This is an optimization exercise on Yosys and OpenROAD, whose aim is small area, a short achievable clock period and few clock cycles, not a production implementation. At most, simulation tests tie the RTL to the original design; equivalence was not proved.

## motion_search_top
module motion_search_top #(
  parameter int SImgSize = 19,
  parameter int RImgSize = 4,
  parameter int PeNum    = 16
) (
  input  logic   clk_i,
  input  logic   rst_ni,
  input  logic   start_i,
  input  sad_pkg::pixel_t smem_rdata_i,
  input  sad_pkg::pixel_t ref_rdata_i,
  output sad_pkg::saddr_t smem_raddr_o,
  output sad_pkg::raddr_t ref_raddr_o,
  output logic   busy_o,
  output logic   finish_o,
  output sad_pkg::sad_t   min_sad_o,
  output sad_pkg::saddr_t min_addr_o
);
For scale: ~780 flip-flops, about 32,000 sq um of cells after synthesis.
export LEC_CHECK = 0
export ABC_AREA = 1
export CAP_MARGIN = 20
export CORE_MARGIN = 2
export CORE_UTILIZATION = 70
export SLEW_MARGIN = 20
export SETUP_SLACK_MARGIN = 6.5
create_clock -name core_clock -period 10.0 [get_ports {clk_i}]
standard.sh (not shown) runs the stock make flow with config.mk's settings and CLKGATE_MAP_FILE= SYNTH_SCRIPT=/design/flow/synth_recipe.tcl, a recipe that flattens the netlist after the stock synthesis.
==> flow/flow/run.sh <==
#!/bin/bash
set -euo pipefail
MARGIN=$(cat flow/margin.txt)
echo "export SETUP_SLACK_MARGIN = $MARGIN" >> config.mk
bash standard.sh > standard.log 2>&1
==> flow/flow/margin.txt <==
6.5
The starting point produced a clean layout.
Testbench counts at the start, summed over its fixed seeds: cycles 23,416.
Change:
==> flow/run.sh (new file) <==
#!/bin/bash
# synth_recipe.tcl (not shown) runs the flow's synth.tcl, then flattens the netlist and writes it again
# the make line also repeats each setting of config.mk as NAME=value (left out here)
make -C /OpenROAD-flow-scripts/flow DESIGN_CONFIG=/design/flow/config.mk WORK_HOME=/design/flow/orfs CLKGATE_MAP_FILE= SYNTH_SCRIPT=/design/flow/synth_recipe.tcl finish
- ABC_AREA: 1 -> default
- SETUP_SLACK_MARGIN: 6.5 -> default
removed: flow/flow/run.sh
removed: flow/flow/margin.txt
removed: flow/standard.sh
Result: Sequential cell count is unchanged. Final cell count fell by 15%. First-iteration DRC count fell by 7.6%. Worst hold slack stays flat.
Change:
- ABC_AREA: default -> 1
- CTS_BUF_LIST: default -> sky130_fd_sc_hd__clkbuf_8
The changed run went through all stages and came out clean; design area came out higher by 2.4%; maximum frequency came out higher by 20%; setup slack gains 0.75 ns; die area went up by 3.0%; via count came out higher by 10%; final cell count came out higher by 19%; first-iteration DRC count climbs by 8.3%.

---

Another version of the RTL of motion_search_top (not shown whole).
Size in the first run: roughly 2500 cells after synthesis, ~800 flip-flops, ~66 I/O pins, about 30000 sq um of cells after synthesis.
Settings: LEC_CHECK=0, ABC_AREA=1, CAP_MARGIN=20, CORE_MARGIN=2, CORE_UTILIZATION=70, SLEW_MARGIN=20, SETUP_SLACK_MARGIN=6.5; clock period 10.0 ns.
==> flow/flow/run.sh <==
#!/bin/bash
set -euo pipefail
MARGIN=$(cat flow/margin.txt)
echo "export SETUP_SLACK_MARGIN = $MARGIN" >> config.mk
bash standard.sh > standard.log 2>&1
==> flow/flow/margin.txt <==
6.5
Next try:
Settings changed: CORE_UTILIZATION 70 to 85.
=> The new run died in 5_1_grt, error GRT-0232. Synthesized area is unchanged. Synthesized cell count stays the same.
Next try:
==> flow/run.sh (new file) <==
#!/bin/bash
# synth_recipe.tcl (not shown) runs the flow's synth.tcl, then flattens the netlist and writes it again
# the make line also repeats each setting of config.mk as NAME=value (left out here)
make -C /OpenROAD-flow-scripts/flow DESIGN_CONFIG=/design/flow/config.mk WORK_HOME=/design/flow/orfs CLKGATE_MAP_FILE= SYNTH_SCRIPT=/design/flow/synth_recipe.tcl finish
Settings changed: CORE_UTILIZATION 85 to 70, SETUP_SLACK_MARGIN 6.5 to unset.
removed: flow/flow/run.sh
removed: flow/flow/margin.txt
removed: flow/standard.sh
What happened: With this change the flow finished clean; area after synthesis does not change; synthesized cell count is unchanged.
No functional check of the RTL was part of any run of this note.

---

Another version of the RTL of motion_search_top (not shown whole).
Size: ~2,400 cells after synthesis, roughly 800 flip-flops, about 66 I/O pins.
Settings: LEC_CHECK=0, ABC_AREA=1, CAP_MARGIN=20, CORE_MARGIN=2, CORE_UTILIZATION=70, CTS_BUF_LIST=sky130_fd_sc_hd__clkbuf_16 sky130_fd_sc_hd__clkbuf_8, CTS_CLUSTER_DIAMETER=60, CTS_CLUSTER_SIZE=30, SLEW_MARGIN=20, SETUP_SLACK_MARGIN=7.0; clock period 10.0 ns.
==> flow/flow/run.sh <==
#!/bin/bash
set -euo pipefail
MARGIN=$(cat flow/margin.txt)
echo "export SETUP_SLACK_MARGIN = $MARGIN" >> config.mk
bash standard.sh > standard.log 2>&1
==> flow/flow/margin.txt <==
7.0
Testbench counts at the start, summed over its fixed seeds: cycles 23,416.
==> next run, changes <==
- CTS_BUF_LIST: sky130_fd_sc_hd__clkbuf_16 sky130_fd_sc_hd__clkbuf_8 -> default
Effect: Critical path depth stays the same. Final area does not change. Synthesized cell count does not change. First-iteration DRC count climbs by a few percent. Maximum frequency barely changes. Via count is about the same.

---

Setup of cedar:
motion_search_top, a different RTL version from the one above (not shown whole).
Size in the first run: roughly 2600 cells after synthesis, ~810 flip-flops, ~66 I/O pins, ~29000 um2 of cells after synthesis.
// motion_search_top
module motion_search_top #(
  parameter int SImgSize = 19,
  parameter int RImgSize = 4,
  parameter int PeNum    = 16
) (
  input  logic   clk_i,
  input  logic   rst_ni,
  input  logic   start_i,
  input  sad_pkg::pixel_t smem_rdata_i,
  input  sad_pkg::pixel_t ref_rdata_i,
  output sad_pkg::saddr_t smem_raddr_o,
  output sad_pkg::raddr_t ref_raddr_o,
  output logic   busy_o,
  output logic   finish_o,
  output sad_pkg::sad_t   min_sad_o,
  output sad_pkg::saddr_t min_addr_o
);
==> flow/config.mk <==
export PLATFORM = sky130hd
export DESIGN_NAME = motion_search_top
export DESIGN_NICKNAME = motion_search_top
export VERILOG_FILES = /design/flow/design.v
export SDC_FILE = /design/flow/constraint.sdc
export NUM_CORES = 4
export LEC_CHECK = 0
export ABC_AREA = 1
export CAP_MARGIN = 20
export CORE_MARGIN = 2
export CORE_UTILIZATION = 70
export CTS_CLUSTER_DIAMETER = 50
export CTS_CLUSTER_SIZE = 36
export SLEW_MARGIN = 20
export SETUP_SLACK_MARGIN = 7.0
==> flow/constraint.sdc <==
create_clock -name core_clock -period 10.0 [get_ports {clk_i}]
set_input_delay 2.0000 -clock core_clock [delete_from_list [all_inputs] [get_ports {clk_i}]]
set_output_delay 2.0000 -clock core_clock [all_outputs]
set_load 0.01 [all_outputs]
Scripts as last shown in full above: flow/flow/run.sh, flow/flow/margin.txt
Testbench counts of cedar, summed over its fixed seeds: cycles 23,416.
The inputs of zinc differ from those of cedar as listed below.
- removing CTS_CLUSTER_DIAMETER (formerly 50)
- removing CTS_CLUSTER_SIZE (formerly 36)
- removing ABC_AREA (formerly 1)
## What came out
- For zinc, the start point of the critical path was ref_rdata_i[0], unlike cedar, where it was i_result.best_addr[7].
- Diff cedar -> zinc: adder-cell area share of the yosys netlist climbed 2.0 points, worst setup margin dropped 0.064 ns.
> inputs changed (zinc -> delta)
- putting ABC_AREA at 1 where nothing was set
- putting CTS_CLUSTER_SIZE at 30 where nothing was set
- putting CTS_CLUSTER_DIAMETER at 60 where nothing was set
Results
delta: PASS, flow complete, no timing, DRC or antenna violations. Diff zinc -> delta: die area now sits higher; sequential share of layout area grew by 1.9 points; first-iteration DRC count increased by 46 relative to the old numbers.
Modified inputs, garnet compared to delta
- a deleted CTS_CLUSTER_DIAMETER that had been 60
- a deleted CTS_CLUSTER_SIZE that had been 30
- a change of SETUP_SLACK_MARGIN from 7.0 to 6.5
==> flow/flow/margin.txt <==
6.5
Comparing garnet against delta, there is no change at all in cell count after synthesis.
Lower register-to-register slack goes to garnet over delta.
garnet — sequential cell area share 1.0 points lower, delta as reference
Across both runs, fraction of cell area in non-clock buffers was lower for garnet than for delta.
Layout overhead on the synthesized area for garnet: 1.7 points up relative to delta
No stage failed in garnet, and the final checks on the layout all came back clean.
The setup slack of garnet is smaller than that of delta.
Compound-cell area share of the yosys netlist: delta vs garnet — no meaningful difference
Going from delta to garnet, final hold slack shows a reduction of 0.019 ns; estimated wirelength of the detail-placed design saw an increase.
Input-level comparison between nickel and garnet:
- SETUP_SLACK_MARGIN changed from 6.5 to 7.0
==> flow/flow/margin.txt <==
7.0
### Flow results
- Parity-gate share of the synthesized area counting xor and xnor cells came out exactly the same in nickel and garnet.
- Any difference in clock skew between nickel and garnet is small enough to ignore.
- nickel vs. garnet: number of CTS-inserted buffers has increased; transition time at the pin with the least slew margin has increased.
- Final wirelength in nickel vs garnet: up 3.9%
- nickel completed; timing, DRC and antenna clean
- Going from garnet to nickel, sequential cell count held, share of the core filled with cells in the final layout went up, time the final worst path needs with I/O delays and setup dropped 0.32 ns.

---

Another version of the RTL of motion_search_top (not shown whole).
For scale: ~2500 cells after synthesis.
Settings: LEC_CHECK=0, ABC_AREA=1, CAP_MARGIN=20, CORE_MARGIN=2, CORE_UTILIZATION=70, CTS_CLUSTER_DIAMETER=60, CTS_CLUSTER_SIZE=30, GPL_TIMING_DRIVEN=0, SLEW_MARGIN=20, SETUP_SLACK_MARGIN=7.0; clock period 10.0 ns.
==> flow/flow/margin.txt <==
7.0
Scripts as last shown in full above: flow/flow/run.sh
Testbench counts at the start, summed over its fixed seeds: cycles 23,416.
Then changed:
- GPL_TIMING_DRIVEN: 0 -> not set
=> The changed run went through all stages and came out clean. Die area stays the same. Global-route usage came out higher by 0.44 points. Register-to-register slack loses 50 ps. Worst setup slack gains 50 ps. Sequential share of layout area came out higher by 0.58 points. Utilization came out lower by 0.81 points. Final area came out lower by 1.0%.

---

Another version of the RTL of motion_search_top (not shown whole).
Size in the first run: roughly 2600 cells after synthesis, roughly 810 flip-flops, roughly 0.029 sq mm of cells after synthesis.
clock: 10.0 ns
lec_check: 0
abc_area: 1
cap_margin: 20
core_margin: 2
core_utilization: 70
cts_cluster_diameter: 60
cts_cluster_size: 30
slew_margin: 20
setup_slack_margin: 6.8
==> flow/flow/margin.txt <==
6.8
Scripts as last shown in full above: flow/flow/run.sh
Change:
==> flow/flow/margin.txt (replaced) <==
7.0
- CORE_UTILIZATION: 70 -> 76
- SETUP_SLACK_MARGIN: 6.8 -> 7.0
What happened: The changed run produced a clean layout. Routed wire length came out higher by about 25%. Sequential share of layout area fell by 0.88 points. Setup slack improves by 0.016 ns. Synthesized area is unchanged. Design area goes up by about 1.7%. Critical path depth stays the same.
Change:
==> flow/flow/margin.txt (replaced) <==
7.2
- CORE_UTILIZATION: 76 -> 70
- SETUP_SLACK_MARGIN: 7.0 -> 7.2
Outcome: The changed run completed with no timing, DRC or antenna violations; die area rose by 8.4%; final area grows by 0.53%; area after synthesis stays the same; wire length is lower by 19%; global-route usage came out lower by 8.8 points.
Change:
==> flow/flow/margin.txt (replaced) <==
7.0
- SETUP_SLACK_MARGIN: 7.2 -> 7.0
- design area is lower by about 1%
- synthesized cell count stays the same
- area after synthesis stays the same
- critical path depth is unchanged
- die area stays the same
- wire length is lower by about 3%
- clock-buffer cell count falls by 4
- global-route usage goes down by 0.52 points
No run of this note included a check of the RTL's function; only the layout flow was run.

---

Another version of the RTL of motion_search_top (not shown whole).
Size: about 2700 cells after synthesis, roughly 830 flip-flops, ~66 I/O pins, ~30000 sq um of cells after synthesis.
Settings: LEC_CHECK=0, ABC_AREA=1, CAP_MARGIN=20, CORE_MARGIN=2, CORE_UTILIZATION=70, SLEW_MARGIN=20, SETUP_SLACK_MARGIN=7.5; clock period 10.0 ns.
==> flow/flow/margin.txt <==
7.5
Scripts as last shown in full above: flow/flow/run.sh
The starting point produced a clean layout.
Testbench counts at the start, summed over its fixed seeds: cycles 23,416.
Then changed:
==> flow/flow/margin.txt (replaced) <==
7.0
SETUP_SLACK_MARGIN = 7.0   (was 7.5)
Result: The changed run completed with no timing, DRC or antenna violations. Cell area came out lower by 4.9%. Via count came out lower by 7.4%. Global-route usage came out lower by 4.1 points. Worst setup slack improved by 0.069 ns.
Then changed:
==> flow/flow/margin.txt (replaced) <==
6.5
SETUP_SLACK_MARGIN = 6.5   (was 7.0)
Core utilization goes down by 0.78 points.
Global-route usage rises by 0.33 points.
Die area is unchanged.
Count of clock-buffer cells in the layout came out higher by 6.
Fmax went down by 9.7%.
Area after synthesis does not change.

-- separate check: timing with driven ports --
The results above use ideal ports. As a check the final layouts listed here were re-extracted and re-timed, cells and wires unchanged.
Step 1 assumes that a clkbuf_16 drives the clock port and a buf_2 every other input.
Step 2 times the ports against the registers' clock, not the clock port: input delays grow and output delays shrink by t, the midpoint of the rising clock arrivals with the driver on.
Three values: ideal, step 1, step 2; two values: the first two.
| run | t (ns) | setup slack, ns | hold WS [ns] | worst setup path after step 2 | worst slew at a driven data input, ns |
|---|---|---|---|---|---|
| the first run of note 1 | 0.659 | 6.503 / 6.496 / 6.089 | 0.312 / 0.312 / 0.312 | input to register | 0.04 |
| the second run of note 1 | 0.661 | 5.515 / 5.515 / 5.515 | 0.309 / 0.309 / 0.309 | register to register | 0.04 |
| the third run of note 1 | 0.742 | 6.270 / 6.235 / 5.661 | 0.307 / 0.307 / 0.307 | input to register | 0.04 |
| the first run of note 2 | 0.676 | 6.686 / 6.628 / 6.250 | 0.311 / 0.311 / 0.311 | input to register | 0.04 |
| the third run of note 2 | 0.655 | 6.286 / 6.300 / 5.664 | 0.317 / 0.317 / 0.317 | input to register | 0.04 |
| the first run of note 3 | 0.647 | 6.913 / 6.858 / 6.417 | 0.311 / 0.311 / 0.311 | input to register | 0.05 |
| the second run of note 3 | 0.649 | 6.912 / 6.856 / 6.391 | 0.312 / 0.312 / 0.312 | input to register | 0.05 |
| cedar | 0.665 | 6.869 / 6.813 / 6.395 | 0.312 / 0.312 / 0.312 | input to register | 0.04 |
| zinc | 0.669 | 6.805 / 6.797 / 6.145 | 0.314 / 0.314 / 0.314 | input to register | 0.07 |
| delta | 0.655 | 6.884 / 6.823 / 6.464 | 0.327 / 0.327 / 0.327 | input to register | 0.04 |
| garnet | 0.651 | 6.553 / 6.499 / 6.093 | 0.307 / 0.307 / 0.307 | input to register | 0.04 |
| nickel | 0.676 | 6.876 / 6.821 / 6.354 | 0.312 / 0.312 / 0.312 | input to register | 0.04 |
| the first run of note 5 | 0.655 | 6.837 / 6.784 / 6.418 | 0.302 / 0.302 / 0.302 | input to register | 0.04 |
| the second run of note 5 | 0.652 | 6.887 / 6.830 / 6.435 | 0.307 / 0.307 / 0.307 | input to register | 0.04 |
| the first run of note 6 | 0.643 | 6.800 / 6.744 / 6.252 | 0.302 / 0.302 / 0.302 | input to register | 0.04 |
| the second run of note 6 | 0.651 | 6.817 / 6.763 / 6.358 | 0.313 / 0.313 / 0.313 | input to register | 0.05 |
| the third run of note 6 | 0.649 | 6.870 / 6.815 / 6.601 | 0.327 / 0.327 / 0.327 | input to register | 0.05 |
| the fourth run of note 6 | 0.650 | 6.857 / 6.802 / 6.414 | 0.327 / 0.327 / 0.327 | input to register | 0.04 |
| the first run of note 7 | 0.673 | 6.796 / 6.740 / 6.549 | 0.318 / 0.318 / 0.318 | input to register | 0.18 |
| the second run of note 7 | 0.667 | 6.865 / 6.809 / 6.389 | 0.322 / 0.322 / 0.322 | input to register | 0.05 |
| the third run of note 7 | 0.680 | 6.529 / 6.469 / 5.949 | 0.313 / 0.313 / 0.313 | input to register | 0.05 |
After both steps setup and hold are still met in every run listed. The setup slack of zinc, which loses most, moves by -0.008 ns with the drivers and by -0.660 ns with both steps.
